Source: an optimization exercise on an open RTL-to-GDS flow (aim: small area, a short achievable clock period and few clock cycles per item). Production flows keep margins and buffers that such runs may drop. Function was not checked in any run shown here: the RTL went through the layout flow alone.

`design.v`:
```
`default_nettype none
package dtip_pkg;
	localparam logic [3:0] C_MINUS = 4'b1010;
	localparam logic [3:0] C_PLUS  = 4'b1011;
	localparam logic [3:0] C_E     = 4'b1100;
	localparam logic [3:0] C_OTHER = 4'b1111;
	localparam logic [2:0] PH_SIGN       = 3'd0;
	localparam logic [2:0] PH_DIGITS     = 3'd1;
	localparam logic [2:0] PH_EXP_SIGN   = 3'd2;
	localparam logic [2:0] PH_EXP_DIGITS = 3'd3;
	localparam logic [2:0] PH_STOP       = 3'd4;
endpackage
`default_nettype wire
`default_nettype none
module decimal_text_to_int_parser (
	input  wire logic  clk,
	input  wire logic  arst_n,
	input  wire logic  cfg_we,
	input  wire logic  cfg_wdata,
	input  wire logic        in_valid,
	output logic             in_ready,
	input  wire logic [7:0]  in_char,
	input  wire logic        in_last,
	output logic             out_valid,
	input  wire logic        out_ready,
	output logic [31:0]      out_value
);
	logic       av_q, bv_q;      
	logic       al_q, bl_q;
	logic [3:0] ac_q, bc_q;
	logic       rdy_q;
	logic [3:0] in_code;
	logic       accept;
	always_comb begin
		if (in_char[7:4] == 4'h3 && in_char[3:0] <= 4'd9)
			in_code = in_char[3:0];
		else if (in_char == 8'h2D)
			in_code = dtip_pkg::C_MINUS;
		else if (in_char == 8'h2B)
			in_code = dtip_pkg::C_PLUS;
		else if (in_char == 8'h45)
			in_code = dtip_pkg::C_E;
		else
			in_code = dtip_pkg::C_OTHER;
	end
	assign in_ready = rdy_q;
	assign accept   = in_valid && rdy_q;
	logic        exp_en_q;
	logic        fresh_q;    
	logic [2:0]  phase_q;    
	logic        neg_q;
	logic        sat_q;
	logic [3:0]  exp_q;      
	logic        eneg_q;
	logic [3:0]  nsig_q;     
	logic        mval_q;     
	logic [1:0]  ddm_q;      
	logic        negm;       
	assign negm = ddm_q[1] ^ ddm_q[0];
	logic [31:0] mag_q;      
	logic        scale_q;
	logic        dec_q;      
	logic        all9_q;
	logic        ov_q;
	logic        neg_e;
	assign neg_e = neg_q && !fresh_q;
	logic        is_dig, is_minus, is_plus, is_e;
	logic [3:0]  d;
	assign d        = ac_q;
	assign is_dig   = !(ac_q[3] && (ac_q[2] || ac_q[1]));
	assign is_minus = (ac_q == dtip_pkg::C_MINUS);
	assign is_plus  = (ac_q == dtip_pkg::C_PLUS);
	assign is_e     = (ac_q == dtip_pkg::C_E);
	logic [4:0]  dd;         
	logic [30:0] x;
	logic [29:0] t;          
	logic [30:0] m;          
	always_comb begin
		case ({ddm_q, d})
			{2'd1, 4'd1}: dd = 5'd0;
			{2'd1, 4'd2}: dd = 5'd1;
			{2'd1, 4'd3}: dd = 5'd2;
			{2'd1, 4'd4}: dd = 5'd3;
			{2'd1, 4'd5}: dd = 5'd4;
			{2'd1, 4'd6}: dd = 5'd5;
			{2'd1, 4'd7}: dd = 5'd6;
			{2'd1, 4'd8}: dd = 5'd7;
			{2'd1, 4'd9}: dd = 5'd8;
			{2'd2, 4'd0}: dd = 5'd9;
			{2'd2, 4'd1}: dd = 5'd10;
			{2'd2, 4'd2}: dd = 5'd11;
			{2'd2, 4'd3}: dd = 5'd12;
			{2'd2, 4'd4}: dd = 5'd13;
			{2'd2, 4'd5}: dd = 5'd14;
			{2'd2, 4'd6}: dd = 5'd15;
			{2'd2, 4'd7}: dd = 5'd16;
			{2'd2, 4'd8}: dd = 5'd17;
			{2'd2, 4'd9}: dd = 5'd18;
			default: begin
				if (ddm_q == 2'd3)
					dd = neg_q ? 5'd9 : 5'd0;
				else
					dd = {1'b0, d};
			end
		endcase
	end
	assign x = mag_q[30:0];
	assign t = x[29:0] + {x[27:0], 2'b00} + {26'd0, dd[4:1]};
	assign m = {t, dd[0]};
	logic gt_k, eq_k, eq_k1, d_ge8, ovf_dig, ovf_scl;
	assign gt_k    = (x > 31'd214748364);
	assign eq_k    = (x == 31'd214748364);
	assign eq_k1   = (x == 31'd214748363);
	assign d_ge8   = d[3];
	assign ovf_scl = gt_k || (neg_q && eq_k);
	assign ovf_dig = mval_q && (gt_k || (negm ? (eq_k || (eq_k1 && d_ge8)) : (eq_k && d_ge8)));
	logic        take_mant, take_exp, mant_dig, exp_dig, ovf;
	logic [2:0]  phase_nx;
	logic        neg_nx, eneg_nx;
	logic [3:0]  exp_nx, nsig_nx;
	assign take_mant = ((phase_q == dtip_pkg::PH_SIGN) && !is_minus && !is_plus) ||
		(phase_q == dtip_pkg::PH_DIGITS);
	assign take_exp  = ((phase_q == dtip_pkg::PH_EXP_SIGN) && !is_minus && !is_plus) ||
		(phase_q == dtip_pkg::PH_EXP_DIGITS);
	assign mant_dig  = take_mant && is_dig;
	assign exp_dig   = take_exp && is_dig;
	assign ovf       = mant_dig && ovf_dig;
	always_comb begin
		phase_nx = phase_q;
		neg_nx   = neg_e;
		exp_nx   = exp_q;
		eneg_nx  = eneg_q;
		nsig_nx  = nsig_q;
		if (phase_q == dtip_pkg::PH_SIGN && is_minus) begin
			neg_nx = !neg_e;
		end else if (phase_q == dtip_pkg::PH_EXP_SIGN && is_minus) begin
			eneg_nx  = 1'b1;
			phase_nx = dtip_pkg::PH_EXP_DIGITS;
		end else if (phase_q == dtip_pkg::PH_EXP_SIGN && is_plus) begin
			phase_nx = dtip_pkg::PH_EXP_DIGITS;
		end else if (take_mant) begin
			if (is_dig) begin
				phase_nx = ovf_dig ? dtip_pkg::PH_STOP : dtip_pkg::PH_DIGITS;
				if (nsig_q != 4'd0 || d != 4'd0)
					nsig_nx = nsig_q + 4'd1;
			end else if (is_e && exp_en_q && !al_q) begin
				phase_nx = dtip_pkg::PH_EXP_SIGN;
			end else begin
				phase_nx = dtip_pkg::PH_STOP;
			end
		end else if (take_exp) begin
			if (is_dig) begin
				phase_nx = dtip_pkg::PH_EXP_DIGITS;
				exp_nx   = (exp_q != 4'd0) ? 4'd10 : d;
			end else begin
				phase_nx = dtip_pkg::PH_STOP;
			end
		end
	end
	logic       nz, fe_q, lt_q, le_q, fd, dlt, dle;
	logic [3:0] room;        
	logic       d_scale, d_sat, d_zero;
	assign nz   = (nsig_q != 4'd0);
	assign room = 4'd10 - nsig_q;
	assign fe_q = (exp_q != 4'd0);
	assign lt_q = (exp_q < nsig_q);
	assign le_q = (exp_q <= room);
	assign fd   = (d != 4'd0);
	assign dlt  = (d < nsig_q);
	assign dle  = (d <= room);
	always_comb begin
		if (mant_dig) begin
			d_scale = 1'b0;
			d_sat   = ovf || sat_q;
			d_zero  = !nz && !fd;
		end else if (exp_dig && fe_q) begin
			d_scale = 1'b0;
			d_sat   = !eneg_q && nz;
			d_zero  = !nz || eneg_q;
		end else if (exp_dig) begin
			d_scale = fd && nz && (eneg_q ? dlt : dle);
			d_sat   = fd && nz && !eneg_q && !dle;
			d_zero  = !nz || (fd && eneg_q && !dlt);
		end else begin
			d_scale = fe_q && nz && (eneg_q ? lt_q : le_q);
			d_sat   = sat_q || (fe_q && nz && !eneg_q && !le_q);
			d_zero  = !nz || (fe_q && eneg_q && !lt_q);
		end
	end
	logic [3:0] ef;
	assign ef = exp_dig ? (fe_q ? 4'd10 : d) : exp_q;
	logic [1:0] chunk;
	logic [7:0] dq;
	logic [3:0] dr;
	assign chunk = phase_q[1:0];
	always_comb begin
		logic q;
		dr = (chunk == 2'd0) ? 4'd0 : nsig_q;
		for (int i = 7; i >= 0; i--) begin
			q     = dr[3] || (dr[2] && (dr[1] || dr[0]));
			dq[i] = q;
			dr    = {q ? (dr[3] && dr[0]) : dr[2],
				q ? (dr[3] ? !dr[0] : (dr[1] && dr[0])) : dr[1],
				dr[0] ^ q,
				mag_q[24 + i]};
		end
	end
	logic [7:0] wd;
	always_comb begin
		logic lz;
		lz = ((chunk == 2'd3) || !(|mag_q[23:16])) && (chunk[1] || !(|mag_q[15:8])) &&
			(chunk[1] || chunk[0] || !(|mag_q[7:0]));
		for (int i = 0; i < 8; i++) begin
			wd[i] = mag_q[24 + i] ^ lz;
			lz    = lz && !mag_q[24 + i];
		end
	end
	assign out_value = mag_q ^ {32{neg_q}};
	assign out_valid = ov_q;
	logic last9, scale_end, take, take_last;
	assign last9     = (dr == 4'd9);
	assign scale_end = scale_q && (!eneg_q ? (ovf_scl || exp_q == 4'd1) :
		(chunk == 2'd3 && (dec_q || (exp_q == 4'd1 && !(neg_q && !(all9_q && last9))))));
	assign take      = av_q && !scale_q && (!ov_q || out_ready);
	assign take_last = take && al_q;
	logic scale_nx, fresh_nx;
	assign scale_nx = take ? (al_q && d_scale) : (scale_q && !scale_end);
	assign fresh_nx = take ? al_q : fresh_q;
	always_ff @(posedge clk or negedge arst_n) begin
		if (!arst_n) begin
			av_q     <= 1'b0;
			bv_q     <= 1'b0;
			rdy_q    <= 1'b1;
			exp_en_q <= 1'b0;
			fresh_q  <= 1'b1;
			scale_q  <= 1'b0;
			ov_q     <= 1'b0;
			mval_q   <= 1'b0;
			ddm_q    <= 2'd0;
			phase_q  <= dtip_pkg::PH_SIGN;
			sat_q    <= 1'b0;
			exp_q    <= 4'd0;
			eneg_q   <= 1'b0;
			nsig_q   <= 4'd0;
		end else begin
			if (take) begin
				av_q  <= bv_q || accept;
				bv_q  <= bv_q && accept;
				rdy_q <= 1'b1;
			end else begin
				av_q  <= av_q || accept;
				bv_q  <= bv_q || (av_q && accept);
				rdy_q <= !(av_q && (bv_q || accept));
			end
			if (cfg_we)
				exp_en_q <= cfg_wdata;
			fresh_q <= fresh_nx;
			scale_q <= scale_nx;
			ov_q    <= (take_last && !d_scale) || scale_end || (ov_q && !out_ready);
			if (take) begin
				mval_q <= !al_q && nsig_nx != 4'd0;
				ddm_q  <= al_q ? (d_scale ? 2'd3 : 2'd0) :
					(neg_nx ? ((nsig_nx != 4'd0) ? 2'd2 : 2'd1) : 2'd0);
				if (al_q) begin
					phase_q <= dtip_pkg::PH_SIGN;
					sat_q   <= 1'b0;
					nsig_q  <= 4'd0;
					if (d_scale) begin
						mval_q <= 1'b1;
						exp_q  <= ef;
						eneg_q <= eneg_q;
					end else begin
						exp_q  <= 4'd0;
						eneg_q <= 1'b0;
					end
				end else begin
					phase_q <= phase_nx;
					sat_q   <= sat_q || ovf;
					exp_q   <= exp_nx;
					eneg_q  <= eneg_nx;
					nsig_q  <= nsig_nx;
				end
			end else if (scale_q) begin
				if (scale_end) begin
					mval_q  <= 1'b0;
					ddm_q   <= 2'd0;
					phase_q <= dtip_pkg::PH_SIGN;
					exp_q   <= 4'd0;
					eneg_q  <= 1'b0;
					nsig_q  <= 4'd0;
				end else if (!eneg_q) begin
					exp_q <= exp_q - 4'd1;
				end else begin
					phase_q <= {1'b0, chunk + 2'd1};
					nsig_q  <= dr;
					if (chunk == 2'd3 && !dec_q)
						exp_q <= exp_q - 4'd1;
				end
			end
		end
	end
	logic [31:0] mag_d;
	logic        mag_we;
	always_comb begin
		if (scale_q) begin
			if (eneg_q)
				mag_d = {mag_q[23:0], dec_q ? wd : dq};
			else
				mag_d = ovf_scl ? {1'b0, {31{1'b1}}} : {1'b0, m};
		end else if (al_q && d_sat) begin
			mag_d = {1'b0, {31{1'b1}}};
		end else if (al_q && d_zero) begin
			mag_d = {32{neg_nx}};
		end else begin
			mag_d = mval_q ? {1'b0, m} : {27'd0, dd};
		end
	end
	assign mag_we = scale_q || (take && (mant_dig || (al_q && (d_sat || d_zero))));
	always_ff @(posedge clk) begin
		if (mag_we)
			mag_q <= mag_d;
	end
	always_ff @(posedge clk) begin
		if (take && bv_q) begin
			ac_q <= bc_q;
			al_q <= bl_q;
		end else if (take || !av_q) begin
			ac_q <= in_code;
			al_q <= in_last;
		end
		if (accept) begin
			bc_q <= in_code;
			bl_q <= in_last;
		end
		if (take) begin
			neg_q  <= neg_nx;
			dec_q  <= 1'b0;
			all9_q <= 1'b1;
		end else if (scale_q) begin
			if (eneg_q) begin
				if (chunk == 2'd3 && !dec_q) begin
					all9_q <= all9_q && last9;
					dec_q  <= (exp_q == 4'd1);
				end
			end
		end
	end
endmodule
`default_nettype wire
```
`flow/run.sh`:
```
#!/bin/bash
# Own flow: the standard layout, run by standard.sh unchanged (same synthesis, steps and
# settings from config.mk), except that the port buffers global placement inserts are
# sky130_fd_sc_hd__buf_1 rather than the delay cell buffer_ports picks by itself.
# make's full output goes to flow_make.log here; each ORFS step also logs under orfs/logs.
set -euo pipefail
export BUFFER_PORTS_ARGS="-buffer_cell sky130_fd_sc_hd__buf_1"
bash standard.sh > flow_make.log 2>&1
```
`standard.sh`:
```
#!/bin/bash
# synth_recipe.tcl (not shown) runs the flow's synth.tcl, then flattens the netlist and writes it again
# the make line also repeats each setting of config.mk as NAME=value (left out here)
make -C /OpenROAD-flow-scripts/flow DESIGN_CONFIG=/design/flow/config.mk WORK_HOME=/design/flow/orfs CLKGATE_MAP_FILE= SYNTH_SCRIPT=/design/flow/synth_recipe.tcl "${@:-finish}"
```
`config.mk`:
```
export PLATFORM = sky130hd
export DESIGN_NAME = decimal_text_to_int_parser
export DESIGN_NICKNAME = decimal_text_to_int_parser
export VERILOG_FILES = /design/flow/design.v
export SDC_FILE = /design/flow/constraint.sdc
export NUM_CORES = 4
export LEC_CHECK = 0
export CAP_MARGIN = 20
export CORE_MARGIN = 2
export CORE_UTILIZATION = 40
export CTS_BUF_LIST = sky130_fd_sc_hd__clkbuf_2 sky130_fd_sc_hd__clkbuf_4 sky130_fd_sc_hd__clkbuf_8
export SETUP_SLACK_MARGIN = 5
export SLEW_MARGIN = 20
```
`constraint.sdc`:
```
create_clock -name core_clock -period 10.0 [get_ports {clk}]
set_input_delay 2.0000 -clock core_clock [delete_from_list [all_inputs] [get_ports {clk}]]
set_output_delay 2.0000 -clock core_clock [all_outputs]
set_load 0.01 [all_outputs]
```
==> impl_metrics.py, run 1 <==
metrics = {
    "status": {
        "outcome": "no timing/DRC/antenna violations",
    },
    "critical_path": {
        "cp.required_ns": 10.10,
        "worstPathMaxFanout": 8,
        "end_kind": "register",
        "worst-setup-path-type": "register to register",
        "r2r.worst_path.cells": 25,
        "start_kind": "register",
        "cp.arrival_ns": 4.97,
    },
    "timing": {
        "max_freq_mhz": 205,
        "fin_crit_ns": 4.87,
        "rsz0062_at_grt": "true",
        "tightest_slew_ns": 0.960,
        "fin_ws_ns": 5.13,
        "min_period_over_period_pct": 48.7,
        "hold_viol_final": 0,
        "finalSetupViolations": 0,
        "finalMaxSlewViolations": 0,
        "fin_skew_ns": 0.0172,
        "relSlewSlack_pct": 35.6,
        "setup-tns-final_ns": 0,
    },
    "clock_network": {
        "cts_tree": "yes",
        "postCtsHoldBufs": 0,
        "cts-root-buf": "clkbuf_8",
        "cts_num_sinks": 68,
        "htreeDepth": 3,
        "cts_buffer_depth": 2,
        "clock_latency_ns": 0.37,
        "cts_made_buffers": 9,
        "clk_pin_slew_ns": 0.08,
    },
    "detailed_routing": {
        "ant_nets": 0,
        "first_iter_violations": 612,
        "vias": 7641,
        "avgRoutedWirePerCell_um": 19.3,
        "avgViaCountPerCell": 6.10,
        "detail_route.wirelength_um": 24100,
        "dr.pass1.iters": 7,
        "drc_errors": 0,
    },
    "synthesis": {
        "postSynthCellCount": 962,
        "synth.area.mux_share_pct": 1.50,
        "synth-edff-count": 43,
        "synthFlopType": "edfxtp_1",
        "synth_cell_types": 93,
        "synth_warnings": 1,
        "ys_seq_elements": 68,
        "syn_area_um2": 8000,
        "syn-num-nets": 1068,
        "synth_top_family_by_area": "compound AO/OA/AOI/OAI gates",
        "synthSimpleGateAreaFrac_pct": 16.6,
        "synth-xor-area-share_pct": 8.10,
        "syn_area_per_cell_um2": 8.32,
        "synth-async-reset-ratio_pct": 33.8,
        "yosys.area_share.adder_pct": 14.8,
        "seq_area_frac_synth_pct": 23.9,
        "synth_compound_area_share_pct": 30.5,
    },
    "floorplan": {
        "die_h_um": 145,
        "initial_core_util_pct": 41.0,
        "io_pins": 49,
        "fp.dieW_um": 145,
        "die_area_um2": 21200,
        "num_rows": 51,
        "core_area_um2": 19500,
    },
    "global_route": {
        "grt_max_degree": 60,
        "grt_overflow_total": 0,
        "grt_pass1_wl_um": 38700,
        "antenna_found_initial": 0,
        "grt_use_total_pct": 22.3,
        "grt_pass1_vias": 7053,
    },
    "finish": {
        "utilization_pct": 44.6,
        "syn_to_final_growth_pct": 8.86,
        "layout-drive-gt1-share_pct": 8.41,
        "num_antenna_cells": 0,
        "nNetsFinal": 1088,
    },
    "placed_design": {
        "place.gp.congestion": 0.888,
        "port_buffers": 48,
        "dp_slack_ns": 4.59,
        "hpwl_um": 16900,
    },
    "worst_hold_path": {
        "hold_depth": 1,
        "holdCritPathClass": "register to register",
    },
    "job": {
        "cap_violations": 0,
    },
}
registers in the layout, summed over array words and instances (netlist names), 2 cells and up:
register / flops
phase_q: 3
ddm_q: 2
nsig_q: 4
mag_q: 32
bc_q: 4
exp_q: 4
ac_q: 4
cells in the mapped netlist, types with 16 or more instances:
master | instances | share of area, %
nand2b_1 | 16 | 1.3
nor3_1 | 19 | 1.2
xnor2_1 | 36 | 3.9
ha_1 | 88 | 14
a211oi_1 | 31 | 2.9
a31oi_1 | 18 | 1.4
o21ai_0 | 46 | 2.9
clkbuf_1 | 40 | 1.9
nor2_1 | 64 | 3.0
dfrtp_1 | 21 | 6.6
nand3_1 | 20 | 1.3
xor2_1 | 38 | 4.2
inv_1 | 31 | 1.5
edfxtp_1 | 43 | 16
o22ai_1 | 32 | 2.5
a21oi_1 | 97 | 6.1
nand2_1 | 67 | 3.1
what timing repair did:
item | in CTS | in global routing
setup endpoints to repair | 7 | 11
pin swaps | 2 | 4
hold endpoints to repair | 0 | 0
resized for setup | 6 | 14
buffers inserted | 9 | 2
kinds of logic (layout without fill, tap and decap cells):
| group | Yosys count | after routing |
|---|---|---|
| DFF | 68 | 68 |
| AOI/OAI and AO/OA | 357 | 357 |
| muxes | 11 | 11 |
| and+or+nand+nor | 266 | 266 |
| adders and majority gates | 93 | 93 |
| xor gates and xnor gates | 74 | 74 |
| buffers and inverters | 93 | 118 |
final cells by class:
type	instances	area, µm²
fill	1982	10800
multi-input combinational	801	5810
sequential	68	1910
tap	265	332
timing repair buffer	65	305
inverter	37	139
clock buffer	9	124
clock inverter	7	91.3
through the flow:
step	cell area [µm²]	hold slack, ns	instances
CTS	8630	0.483	1250
global placement	8330	0.463	1225
global route	8710	0.503	1252
detailed placement	8330	0.474	1225
floorplan	8000	0.432	962
finish	8710	0.483	1252
worst paths after layout:
check                                      from                  end  slack, ns
setup / recovery           ddm_q[0]$_DFFE_PN0P_  mag_q[30]$_DFFE_PP_       5.13
hold / removal                   av_q$_DFF_PN0_      rdy_q$_DFF_PN1_       0.48
setup reg to reg           ddm_q[0]$_DFFE_PN0P_  mag_q[30]$_DFFE_PP_       5.13
max in group asynchronous                arst_n      rdy_q$_DFF_PN1_       8.07
hold reg to reg                  av_q$_DFF_PN0_      rdy_q$_DFF_PN1_       0.48
min in group asynchronous                arst_n   eneg_q$_DFFE_PN0P_       1.62
routing by layer:
metal	share of wire (%)	track usage [%]
met5	0	0
met2	45	34.4
met3	6.5	3.95
met1	46	32.0
met4	1.9	6.27
worst max-delay path: stages, from the launching register on:
cell	delay [ns]
dfrtp_1	0.41
buf_4	0.15
ha_4	0.18
a31oi_1	0.16
nor2_1	0.07
a21oi_1	0.13
o22ai_1	0.12
or3_4	0.36
nor2_2	0.12
nand2_1	0.06
o221ai_1	0.09
ha_1	0.28
ha_1	0.23
fa_2	0.36
a21oi_1	0.22
o21bai_2	0.13
a21oi_2	0.17
o21ai_2	0.09
a21o_1	0.20
a21oi_2	0.16
o211a_1	0.20
or2_4	0.16
o31ai_4	0.08
o41ai_2	0.23
xnor2_1	0.15
a21oi_1	0.08
layout by cell type, fill, tap and decap left out, types with 14 or more instances in the layout:
cell type	Yosys	routed
a21oi_1	97	93
ha_1	88	86
nand2_1	67	67
nor2_1	64	63
buf_1	5	48
o21ai_0	46	44
edfxtp_1	43	43
xor2_1	38	38
xnor2_1	36	36
a211oi_1	31	31
o22ai_1	32	31
inv_1	31	31
nand3_1	20	20
dfrtp_1	21	20
nor3_1	19	19
a31oi_1	18	17
nand2b_1	16	16
buf_4	3	16
a21o_1	15	15
or3_1	15	14
==> run 2: changes to the inputs <==
--- a/design.v
+++ b/design.v
@@ -56,5 +56,3 @@
 	logic        mval_q;     
-	logic [1:0]  ddm_q;      
-	logic        negm;       
-	assign negm = ddm_q[1] ^ ddm_q[0];
+	logic        negm_q;     
 	logic [31:0] mag_q;      
@@ -78,29 +76,10 @@
 	always_comb begin
-		case ({ddm_q, d})
-			{2'd1, 4'd1}: dd = 5'd0;
-			{2'd1, 4'd2}: dd = 5'd1;
-			{2'd1, 4'd3}: dd = 5'd2;
-			{2'd1, 4'd4}: dd = 5'd3;
-			{2'd1, 4'd5}: dd = 5'd4;
-			{2'd1, 4'd6}: dd = 5'd5;
-			{2'd1, 4'd7}: dd = 5'd6;
-			{2'd1, 4'd8}: dd = 5'd7;
-			{2'd1, 4'd9}: dd = 5'd8;
-			{2'd2, 4'd0}: dd = 5'd9;
-			{2'd2, 4'd1}: dd = 5'd10;
-			{2'd2, 4'd2}: dd = 5'd11;
-			{2'd2, 4'd3}: dd = 5'd12;
-			{2'd2, 4'd4}: dd = 5'd13;
-			{2'd2, 4'd5}: dd = 5'd14;
-			{2'd2, 4'd6}: dd = 5'd15;
-			{2'd2, 4'd7}: dd = 5'd16;
-			{2'd2, 4'd8}: dd = 5'd17;
-			{2'd2, 4'd9}: dd = 5'd18;
-			default: begin
-				if (ddm_q == 2'd3)
-					dd = neg_q ? 5'd9 : 5'd0;
-				else
-					dd = {1'b0, d};
-			end
-		endcase
+		if (scale_q)
+			dd = neg_q ? 5'd9 : 5'd0;
+		else if (!negm_q)
+			dd = {1'b0, d};
+		else if (!mval_q)
+			dd = {1'b0, d} - 5'd1;
+		else
+			dd = {1'b0, d} + 5'd9;
 	end
@@ -115,3 +94,3 @@
 	assign ovf_scl = gt_k || (neg_q && eq_k);
-	assign ovf_dig = mval_q && (gt_k || (negm ? (eq_k || (eq_k1 && d_ge8)) : (eq_k && d_ge8)));
+	assign ovf_dig = mval_q && (gt_k || (negm_q ? (eq_k || (eq_k1 && d_ge8)) : (eq_k && d_ge8)));
 	logic        take_mant, take_exp, mant_dig, exp_dig, ovf;
@@ -238,3 +217,3 @@
 			mval_q   <= 1'b0;
-			ddm_q    <= 2'd0;
+			negm_q   <= 1'b0;
 			phase_q  <= dtip_pkg::PH_SIGN;
@@ -261,4 +240,3 @@
 				mval_q <= !al_q && nsig_nx != 4'd0;
-				ddm_q  <= al_q ? (d_scale ? 2'd3 : 2'd0) :
-					(neg_nx ? ((nsig_nx != 4'd0) ? 2'd2 : 2'd1) : 2'd0);
+				negm_q <= !al_q && neg_nx;
 				if (al_q) begin
@@ -285,3 +263,2 @@
 					mval_q  <= 1'b0;
-					ddm_q   <= 2'd0;
 					phase_q <= dtip_pkg::PH_SIGN;
@@ -301,23 +278,2 @@
 	end
-	logic [31:0] mag_d;
-	logic        mag_we;
-	always_comb begin
-		if (scale_q) begin
-			if (eneg_q)
-				mag_d = {mag_q[23:0], dec_q ? wd : dq};
-			else
-				mag_d = ovf_scl ? {1'b0, {31{1'b1}}} : {1'b0, m};
-		end else if (al_q && d_sat) begin
-			mag_d = {1'b0, {31{1'b1}}};
-		end else if (al_q && d_zero) begin
-			mag_d = {32{neg_nx}};
-		end else begin
-			mag_d = mval_q ? {1'b0, m} : {27'd0, dd};
-		end
-	end
-	assign mag_we = scale_q || (take && (mant_dig || (al_q && (d_sat || d_zero))));
-	always_ff @(posedge clk) begin
-		if (mag_we)
-			mag_q <= mag_d;
-	end
 	always_ff @(posedge clk) begin
@@ -338,4 +294,13 @@
 			all9_q <= 1'b1;
+			if (al_q && d_sat)
+				mag_q <= {1'b0, {31{1'b1}}};
+			else if (al_q && d_zero)
+				mag_q <= {32{neg_nx}};
+			else if (mant_dig)
+				mag_q <= mval_q ? {1'b0, m} : {27'd0, dd};
 		end else if (scale_q) begin
-			if (eneg_q) begin
+			if (!eneg_q) begin
+				mag_q <= ovf_scl ? {1'b0, {31{1'b1}}} : {1'b0, m};
+			end else begin
+				mag_q <= {mag_q[23:0], dec_q ? wd : dq};
 				if (chunk == 2'd3 && !dec_q) begin
==> run 2 against run 1 <==
Against the previous run: utilization is 0.50 points lower; critical endpoint is now mag_q[27]$_DFFE_PP_; critical path depth fell by 5; hold slack got worse by 0.019 ns; via count decreased by 2.3%.
==> impl_metrics.py, run 2 <==
metrics = {
    "critical_path": {
        "start_kind": "register",
        "worstPathMaxFanout": 6,
        "worst-setup-path-type": "register to register",
        "cp.required_ns": 10.23,
        "reg2reg_setup_slack_ns": 5.19,
        "cp.arrival_ns": 5.05,
        "r2r.worst_path.cells": 20,
        "end_kind": "register",
        "setup.worst_path.start": "mval_q$_DFFE_PN0P_",
        "r2r-start": "mval_q$_DFFE_PN0P_",
        "worstReg2RegEnd": "mag_q[27]$_DFFE_PP_",
    },
    "floorplan": {
        "die_h_um": 144,
        "die_area_um2": 20700,
        "fp.dieW_um": 144,
        "initial_core_util_pct": 40.6,
        "io_pins": 49,
        "core_area_um2": 19300,
        "num_rows": 51,
    },
    "finish": {
        "syn_to_final_growth_pct": 8.78,
        "layout-drive-gt1-share_pct": 7.84,
        "regMostFlops": "mag_q",
        "num_antenna_cells": 0,
        "final_cell_mix": "87 x ha_1, 86 x a21oi_1, 77 x nand2_1, 66 x nor2_1, 63 x o21ai_0",
        "nFillCells": 1986,
        "largest_reg_flops": 32,
        "utilization_pct": 44.1,
        "layout_commonest_cell": "ha_1",
        "nNetsFinal": 1083,
    },
    "synthesis": {
        "synth.area.mux_share_pct": 1.95,
        "seq_area_frac_synth_pct": 24.0,
        "synth.top_cells.by_area": "edfxtp_1 16%, ha_1 14%, dfrtp_1 6.4%, a21oi_1 5.6%, o21ai_0 4.2%",
        "synthFlopType": "edfxtp_1",
        "synthSimpleGateAreaFrac_pct": 19.2,
        "synth-async-reset-ratio_pct": 32.8,
        "syn_area_per_cell_um2": 8.23,
        "synth.most_common_cell": "a21oi_1",
        "synth-xor-area-share_pct": 7.37,
        "synth-edff-count": 43,
        "yosys.area.top_type_share_pct": 16.5,
        "syn-num-nets": 1059,
        "synth_common_cells": "88 x a21oi_1, 87 x ha_1, 77 x nand2_1",
        "ys_seq_elements": 67,
        "synth_compound_area_share_pct": 27.6,
        "synth_top_family_by_area": "compound AO/OA/AOI/OAI gates",
        "synth_warnings": 1,
        "yosysTopAreaCell": "edfxtp_1",
        "postSynthCellCount": 953,
        "synth_cell_types": 87,
        "syn_area_um2": 7840,
        "yosys.area_share.adder_pct": 15.0,
    },
    "clock_network": {
        "cts-root-buf": "clkbuf_8",
        "cts_num_sinks": 67,
        "cts_made_buffers": 9,
        "clk_pin_slew_ns": 0.08,
        "htreeDepth": 3,
        "cts_buffer_depth": 2,
        "cts_tree": "yes",
        "clock_latency_ns": 0.38,
    },
    "worst_hold_path": {
        "holdCritPathClass": "register to register",
        "min-delay-start": "fresh_q$_DFFE_PN1P_",
        "min_delay_worst_endpoint": "fresh_q$_DFFE_PN1P_",
        "hold_depth": 2,
    },
    "global_route": {
        "grt_pass1_wl_um": 37100,
        "grt_pass1_vias": 6988,
        "grt_overflow_total": 0,
        "antenna_found_initial": 0,
        "grt_use_total_pct": 22.8,
        "grt_max_degree": 42,
    },
    "timing": {
        "relSlewSlack_pct": 37.7,
        "fin_skew_ns": 0.0103,
        "min_period_over_period_pct": 48.1,
        "hold_viol_final": 0,
        "setup-tns-final_ns": 0,
        "finalMaxSlewViolations": 0,
        "finalSetupViolations": 0,
        "max_freq_mhz": 208,
        "rsz0062_at_grt": "true",
        "tightest_slew_ns": 0.935,
        "fin_crit_ns": 4.81,
    },
    "detailed_routing": {
        "first_iter_violations": 764,
        "ant_nets": 0,
        "avgRoutedWirePerCell_um": 18.5,
        "drc_errors": 0,
        "vias": 7466,
        "avgViaCountPerCell": 5.99,
        "detail_route.wirelength_um": 23000,
        "dr.pass1.iters": 6,
    },
    "placed_design": {
        "port_buffers": 48,
        "hpwl_um": 16500,
        "place.gp.congestion": 0.929,
    },
    "job": {
        "cap_violations": 0,
    },
    "status": {
        "outcome": "no timing/DRC/antenna violations",
    },
}
==> run 2: changes by cell type after synthesis, sizes merged, moves of 13 or more <==
cell,delta
a211oi,-18
o22ai,-32
nand3,+13
o221ai,+15
==> run 2: worst max-delay path by stage <==
| stage | end |
|---|---|
| floorplan | mag_q[0]$_DFFE_PP_ |
| global placement | mag_q[28]$_DFFE_PP_ |
| detailed placement | mag_q[28]$_DFFE_PP_ |
| CTS | mag_q[27]$_DFFE_PP_ |
| global route | mag_q[30]$_DFFE_PP_ |
| finish | mag_q[27]$_DFFE_PP_ |
==> run 2: per-layer routing <==
layer / up-vias / share of wire, % / global-route usage (%)
met5: - / 0 / 0
met3: 36 / 6.0 / 3.21
met4: 0 / 2.3 / 7.28
li1: 3644 / - / -
met2: 238 / 44 / 34.9
met1: 3548 / 48 / 33.1
==> run 2: timing repair <==
item / CTS / global route
pin swaps: 1 / 0
endpoints found under the setup margin: 9 / 13
hold buffers: 0 / 0
gates resized for setup: 5 / 8
buffers inserted: 1 / 6
==> run 2: logic make-up (layout without fill, tap and decap cells) <==
group	after synthesis	in the layout
DFF	67	67
and+or+nand+nor	297	297
buffers and inverters	93	122
xor gates and xnor gates	66	66
AOI/OAI and AO/OA	324	324
muxes	14	14
adders and majority gates	92	92
==> run 2: worst max-delay path: stages, from the launching register on <==
cell        delay [ns]
dfrtp_2           0.44
clkinvlp_4        0.19
ha_1              0.31
a21o_1            0.17
a21oi_1           0.16
xor2_1            0.16
o21ai_1           0.10
fa_1              0.50
inv_1             0.07
ha_1              0.29
a21o_1            0.15
a21oi_1           0.21
o21bai_1          0.13
a21boi_2          0.23
nand4b_1          0.17
a21oi_1           0.12
o31ai_2           0.28
a22oi_2           0.20
a21oi_1           0.20
or3b_2            0.45
a21oi_1           0.14
==> run 2: final cells by class <==
type / instances / area (µm²) / share of cell area, %
inverters: 43 / 165 / 1.94
well taps: 265 / 332 / 3.89
multi-input cells: 793 / 5630 / 66.0
flip-flops and latches: 67 / 1890 / 22.1
clock buffers: 9 / 124 / 1.45
repair buffers: 63 / 293 / 3.43
clock inverters: 7 / 98.8 / 1.16
==> run 2: through the flow <==
stage,std cells,setup slack [ns],cell area (µm²),hold slack [ns]
5_1_grt,1247,4.95,8530,0.508
3_3_place_gp,1224,4.89,8220,0.451
4_1_cts,1241,5.05,8460,0.467
3_5_place_dp,1224,4.74,8220,0.453
6_report,1247,5.19,8530,0.464
2_1_floorplan,953,5.26,7840,0.439

-- what the ideal ports hide --
The flow's constraints put no driver on any port. The routed layouts listed below were extracted and timed again, unchanged, in two steps.
Step 1 sets driving cells, clkbuf_16 on the clock port and buf_2 on the other inputs (assumed; they add their load-dependent delay and slew).
Step 2, shift: input delay + t, output delay - t, t = (earliest + latest rising clock arrival at the registers) / 2. This alone moves slack from input paths to output paths.
Three values: ideal, step 1, step 2; two values: the first two.
run	shift t [ns]	setup slack, ns	worst setup path after step 2	cell pins on the clock port's net
run 1	0.398	5.129 / 5.129 / 5.129	register to register	1
run 2	0.417	5.186 / 5.186 / 5.162	input to register	1
After both steps setup and hold are still met in every run listed. The setup slack of run 2, which loses most, moves by 0.000 ns with the drivers and by -0.024 ns with both steps.
